What follows belongs to an exercise in optimizing a design on an open flow for small area and a short achievable clock period; a production flow would make more cautious choices.
Only simulation tests tie the RTL to the original design; equivalence was not proved.
The clock port is modelled as an ideal driver; clocking choices that lean on that would not hold on a real chip.
Power is estimated from default activity; no workload was simulated.

==> flow/design.v <==
package bmd_latency_pkg;
    localparam int CNT_W_DEF = 38;
    localparam int TAG_W_DEF = 6;
    localparam int SUM_W_DEF = 56;
    localparam int NUM_W_DEF = 32;
    localparam int SAT_W = 64;
    function automatic logic [SAT_W-1:0] sat_add(
        input logic [SAT_W-1:0] a,
        input logic [SAT_W-1:0] b,
        input int               w
    );
        logic [SAT_W:0] one;
        logic [SAT_W:0] lim;
        logic [SAT_W:0] s;
        one    = '0;
        one[0] = 1'b1;
        lim    = (one << w) - one;
        s      = {1'b0, a} + {1'b0, b};
        if (s > lim) begin
            s = lim;
        end
        sat_add = s[SAT_W-1:0];
    endfunction
    function automatic int bits_for(input int v);
        int n;
        n = 0;
        for (int i = 0; i < 31; i++) begin
            if ((1 << i) <= v) begin
                n = i + 1;
            end
        end
        bits_for = n;
    endfunction
endpackage
module bmd_latency_satadd #(
    parameter int W  = 56,
    parameter int BW = 38
) (
    input  logic [W-1:0]  a,
    input  logic [BW-1:0] b,
    output logic [W-1:0]  s
);
    logic [BW:0]     lo;
    logic [W-BW-1:0] hi_inc;
    logic [W-BW-1:0] hi_up;
    logic            hi_ones;
    logic            sat;
    always_comb begin
        lo      = {1'b0, a[BW-1:0]} + {1'b0, b};
        hi_ones = &a[W-1:BW];
        hi_inc  = a[W-1:BW] + 1'b1;
        hi_up   = hi_inc | {(W-BW){hi_ones}};
        sat     = lo[BW] & hi_ones;
        s[BW-1:0] = lo[BW-1:0] | {BW{sat}};
        s[W-1:BW] = lo[BW] ? hi_up : a[W-1:BW];
    end
endmodule
module bmd_latency_sub #(
    parameter int W = 19
) (
    input  logic [W-1:0] a,
    input  logic [W-1:0] b,
    output logic [W:0]   s
);
    assign s = {1'b0, a} - {1'b0, b};
endmodule
module bmd_latency_lt #(
    parameter int W = 38
) (
    input  logic [W-1:0] a,
    input  logic [W-1:0] b,
    output logic         lt
);
    assign lt = a < b;
endmodule
module bmd_latency_tracker
#(
    parameter int CNT_W         = bmd_latency_pkg::CNT_W_DEF,
    parameter int TAG_W         = bmd_latency_pkg::TAG_W_DEF,
    parameter int SUM_W         = bmd_latency_pkg::SUM_W_DEF,
    parameter int NUM_W         = bmd_latency_pkg::NUM_W_DEF,
    parameter int SAMPLE_TARGET = 300000
) (
    input  logic             clk,
    input  logic             rst,
    input  logic [CNT_W-1:0] lat_cnt,
    input  logic             stats_clr,
    input  logic             stamp_vld,
    input  logic [TAG_W-1:0] stamp_tag,
    input  logic             cpl_vld,
    input  logic [TAG_W-1:0] cpl_tag,
    output logic             lat_vld,
    output logic [CNT_W-1:0] lat_data,
    output logic [CNT_W-1:0] lat_min,
    output logic [CNT_W-1:0] lat_max,
    output logic [SUM_W-1:0] lat_sum,
    output logic [NUM_W-1:0] lat_num,
    output logic             done,
    output logic             err_dup,
    output logic             err_orphan,
    output logic [TAG_W:0]   outstanding
);
    localparam int DEPTH = 1 << TAG_W;
    localparam int NUM_E = (SAMPLE_TARGET > 0 &&
                            bmd_latency_pkg::bits_for(SAMPLE_TARGET) < NUM_W)
                           ? bmd_latency_pkg::bits_for(SAMPLE_TARGET) : NUM_W;
    logic             clr_now;
    logic [DEPTH-1:0] valid_q;
    logic [TAG_W:0]   outstanding_q;
    logic             err_dup_q, err_orphan_q;
    logic [CNT_W-1:0] cnt_r;
    logic [CNT_W-1:0] rd_q;
    logic [CNT_W-1:0] ram_rdata;
    logic             p1_vld_q;
    localparam int LO_W = CNT_W / 2;
    logic [LO_W-1:0]       dlo_q;
    logic [CNT_W-LO_W-1:0] dhi_q;
    logic                  dbor_q;
    logic             p2_vld_q;
    logic             lat_vld_q;
    logic [CNT_W-1:0] lat_data_q;
    logic [CNT_W-1:0] lat_min_q;
    logic [CNT_W-1:0] lat_max_q;
    logic [SUM_W-1:0] lat_sum_q;
    logic [NUM_E-1:0] lat_num_q;
    logic             done_q;
    assign clr_now = rst | stats_clr;
    logic [CNT_W-1:0] mem_q [DEPTH];
    logic [DEPTH-1:0] wsel;
    logic [DEPTH-1:0] rsel;
    logic             ram_we;
    assign ram_we = stamp_vld & ~clr_now;
    always_comb begin
        for (int i = 0; i < DEPTH; i++) begin
            wsel[i] = ram_we & (stamp_tag == TAG_W'(i));
            rsel[i] = (cpl_tag == TAG_W'(i));
        end
        ram_rdata = '0;
        for (int i = 0; i < DEPTH; i++) begin
            ram_rdata = ram_rdata | (mem_q[i] & {CNT_W{rsel[i]}});
        end
    end
    always_ff @(posedge clk) begin
        for (int i = 0; i < DEPTH; i++) begin
            mem_q[i] <= (lat_cnt & {CNT_W{wsel[i]}}) | (mem_q[i] & {CNT_W{~wsel[i]}});
        end
    end
    logic             vc, vs, tag_eq;
    logic [DEPTH-1:0] cdec, sdec;
    logic             cpl_hit;
    logic [TAG_W:0]   out_inc, out_dec;
    logic [TAG_W:0]   out_c00, out_c01, out_c10, out_c11, out_sel;
    always_comb begin
        logic carry, borrow;
        carry  = 1'b1;
        borrow = 1'b1;
        for (int i = 0; i <= TAG_W; i++) begin
            out_inc[i] = outstanding_q[i] ^ carry;
            out_dec[i] = outstanding_q[i] ^ borrow;
            carry      = carry & outstanding_q[i];
            borrow     = borrow & ~outstanding_q[i];
        end
    end
    always_comb begin
        logic [7:0] clo, chi, slo, shi, cg, sg;
        for (int k = 0; k < 8; k++) begin
            clo[k] = (cpl_tag[2:0] == 3'(k));
            chi[k] = (cpl_tag[5:3] == 3'(k));
            slo[k] = (stamp_tag[2:0] == 3'(k));
            shi[k] = (stamp_tag[5:3] == 3'(k));
        end
        for (int i = 0; i < DEPTH; i++) begin
            cdec[i] = clo[i % 8] & chi[i / 8];
            sdec[i] = slo[i % 8] & shi[i / 8];
        end
        for (int j = 0; j < 8; j++) begin
            cg[j] = |(valid_q[8*j +: 8] & clo);
            sg[j] = |(valid_q[8*j +: 8] & slo);
        end
        vc      = |(cg & chi);
        vs      = |(sg & shi);
        tag_eq  = (stamp_tag == cpl_tag);
        cpl_hit = cpl_vld & vc & ~clr_now;
    end
    always_comb begin
        out_c00 = stamp_vld ? out_inc : outstanding_q;
        out_c01 = outstanding_q;
        if (stamp_vld && !cpl_vld) begin
            out_c10 = out_inc;
        end else if (!stamp_vld && cpl_vld) begin
            out_c10 = out_dec;
        end else begin
            out_c10 = outstanding_q;
        end
        out_c11 = (cpl_vld && !(stamp_vld && tag_eq)) ? out_dec : outstanding_q;
        case ({vc, vs})
            2'b00:   out_sel = out_c00;
            2'b01:   out_sel = out_c01;
            2'b10:   out_sel = out_c10;
            default: out_sel = out_c11;
        endcase
    end
    always_ff @(posedge clk) begin
        if (clr_now) begin
            valid_q       <= '0;
            outstanding_q <= '0;
            err_dup_q     <= 1'b0;
            err_orphan_q  <= 1'b0;
        end else begin
            for (int i = 0; i < DEPTH; i++) begin
                if (stamp_vld && sdec[i]) begin
                    valid_q[i] <= 1'b1;
                end else if (cpl_vld && cdec[i]) begin
                    valid_q[i] <= 1'b0;
                end
            end
            outstanding_q <= out_sel;
            if (cpl_vld && !vc) begin
                err_orphan_q <= 1'b1;
            end
            if (stamp_vld && vs && !(cpl_vld && tag_eq)) begin
                err_dup_q <= 1'b1;
            end
        end
    end
    logic [LO_W:0]       d_lo;
    logic [CNT_W-LO_W:0] d_hi;
    bmd_latency_sub #(.W(LO_W)) u_sub_lo (
        .a (cnt_r[LO_W-1:0]),
        .b (rd_q[LO_W-1:0]),
        .s (d_lo)
    );
    bmd_latency_sub #(.W(CNT_W-LO_W)) u_sub_hi (
        .a (cnt_r[CNT_W-1:LO_W]),
        .b (rd_q[CNT_W-1:LO_W]),
        .s (d_hi)
    );
    always_ff @(posedge clk) begin
        cnt_r   <= lat_cnt;
        rd_q    <= ram_rdata;
        {dbor_q, dlo_q} <= d_lo;
        dhi_q           <= d_hi[CNT_W-LO_W-1:0];
    end
    always_ff @(posedge clk) begin
        if (clr_now) begin
            p1_vld_q   <= 1'b0;
            p2_vld_q   <= 1'b0;
            lat_vld_q  <= 1'b0;
            lat_data_q <= '0;
        end else begin
            p1_vld_q  <= cpl_hit;
            p2_vld_q  <= p1_vld_q;
            lat_vld_q <= p2_vld_q;
            if (p2_vld_q) begin
                lat_data_q <= {dhi_q - (CNT_W-LO_W)'(dbor_q), dlo_q};
            end
        end
    end
    logic [SUM_W-1:0] sum_new;
    bmd_latency_satadd #(.W(SUM_W), .BW(CNT_W)) u_sum (
        .a (lat_sum_q),
        .b (lat_data_q),
        .s (sum_new)
    );
    logic lt_min, gt_max;
    bmd_latency_lt #(.W(CNT_W)) u_lt_min (
        .a  (lat_data_q),
        .b  (lat_min_q),
        .lt (lt_min)
    );
    bmd_latency_lt #(.W(CNT_W)) u_gt_max (
        .a  (lat_max_q),
        .b  (lat_data_q),
        .lt (gt_max)
    );
    always_ff @(posedge clk) begin
        if (clr_now) begin
            lat_min_q <= '1;
            lat_max_q <= '0;
            lat_sum_q <= '0;
            lat_num_q <= '0;
            done_q    <= 1'b0;
        end else if (lat_vld_q && !done_q) begin
            if (NUM_E == NUM_W) begin
                if (lat_num_q != '1) lat_num_q <= lat_num_q + 1'b1;
            end else begin
                lat_num_q <= lat_num_q + 1'b1;
            end
            lat_sum_q <= sum_new;
            if (lt_min) begin
                lat_min_q <= lat_data_q;
            end
            if (gt_max) begin
                lat_max_q <= lat_data_q;
            end
            done_q <= (SAMPLE_TARGET != 0) && (lat_num_q == NUM_E'(SAMPLE_TARGET - 1));
        end
    end
    assign lat_vld     = lat_vld_q;
    assign lat_data    = lat_data_q;
    assign lat_min     = lat_min_q;
    assign lat_max     = lat_max_q;
    assign lat_sum     = lat_sum_q;
    assign lat_num     = NUM_W'(lat_num_q);
    assign done        = done_q;
    assign err_dup     = err_dup_q;
    assign err_orphan  = err_orphan_q;
    assign outstanding = outstanding_q;
endmodule
Settings: LEC_CHECK=0, CAP_MARGIN=20, CORE_MARGIN=2, CORE_UTILIZATION=40, CTS_CLUSTER_DIAMETER=100, CTS_CLUSTER_SIZE=25, SETUP_SLACK_MARGIN=2.3, SLEW_MARGIN=20, SYNTH_HIERARCHICAL=1; clock period 5.0 ns.
standard.sh (not shown) runs the stock make flow with config.mk's settings and CLKGATE_MAP_FILE= SYNTH_SCRIPT=/design/flow/synth_recipe.tcl, a recipe that flattens the netlist after the stock synthesis.
==> flow/flow/run.sh <==
#!/bin/bash
# Standard ORFS layout, with plain buffers (not delay cells) on the ports,
# sizing free to change a cell's footprint, and no timing repair before
# placement (it would see ideal clocks and over-size the input paths).
set -euo pipefail
bash standard.sh \
  "BUFFER_PORTS_ARGS=-buffer_cell sky130_fd_sc_hd__buf_2" \
  "MATCH_CELL_FOOTPRINT=0" \
  "REMOVE_ABC_BUFFERS=1" \
  finish > orfs_make.log 2>&1
The first run passed the timing, design-rule and antenna checks.
Then changed:
--- a/flow/flow/run.sh
+++ b/flow/flow/run.sh
@@ -6,3 +6,3 @@
 bash standard.sh \
-  "BUFFER_PORTS_ARGS=-buffer_cell sky130_fd_sc_hd__buf_2" \
+  "BUFFER_PORTS_ARGS=-buffer_cell sky130_fd_sc_hd__buf_4" \
   "MATCH_CELL_FOOTPRINT=0" \
--- a/flow/config.mk
+++ b/flow/config.mk
@@ -9,6 +9,6 @@
 export CORE_MARGIN = 2
-export CORE_UTILIZATION = 40
+export CORE_UTILIZATION = 45
 export CTS_CLUSTER_DIAMETER = 100
 export CTS_CLUSTER_SIZE = 25
-export SETUP_SLACK_MARGIN = 2.3
+export SETUP_SLACK_MARGIN = 2.4
 export SLEW_MARGIN = 20
Final area rose by 2.3%.
Global-route usage rose by 4.0 points.
Count of clock-buffer cells in the layout rose by 7.
Core utilization rose by 7.1 points.
Die area fell by 11%.
First-iteration DRC count rose by 1.5%.
Routed wire length rose by 1.9%.
Power barely changes.
Via count rose by 1.0%.
Hold slack is worse by 0.0051 ns.

==> static timing again, ports no longer ideal <==
How much do the figures lean on ideal ports? The routed layouts below were timed once more, with nothing changed but the port constraints. Step 1 (the two cells are an assumption about what drives the block):
set clk [get_ports {clk}]
set_driving_cell -lib_cell sky130_fd_sc_hd__clkbuf_16 $clk
set_driving_cell -lib_cell sky130_fd_sc_hd__buf_2 [delete_from_list [all_inputs] $clk]
Step 2 also shifts input and output timing later by t, the mid clock arrival at the registers, as if the neighbouring blocks saw the same clock. Slacks: no drivers / after step 1 / after step 2; pairs: no drivers / after step 1.
| run | t, ns | setup WS [ns] | worst data-port slew with drivers (ns) |
|---|---|---|---|
| the first run | 0.972 | 2.064 / 2.064 / 1.203 | 0.36 |
| the second run | 0.944 | 2.110 / 2.031 / 1.087 | 0.22 |
After both steps setup and hold are still met in every run listed. The setup slack of the second run, which loses most, moves by -0.079 ns with the drivers and by -1.023 ns with both steps.
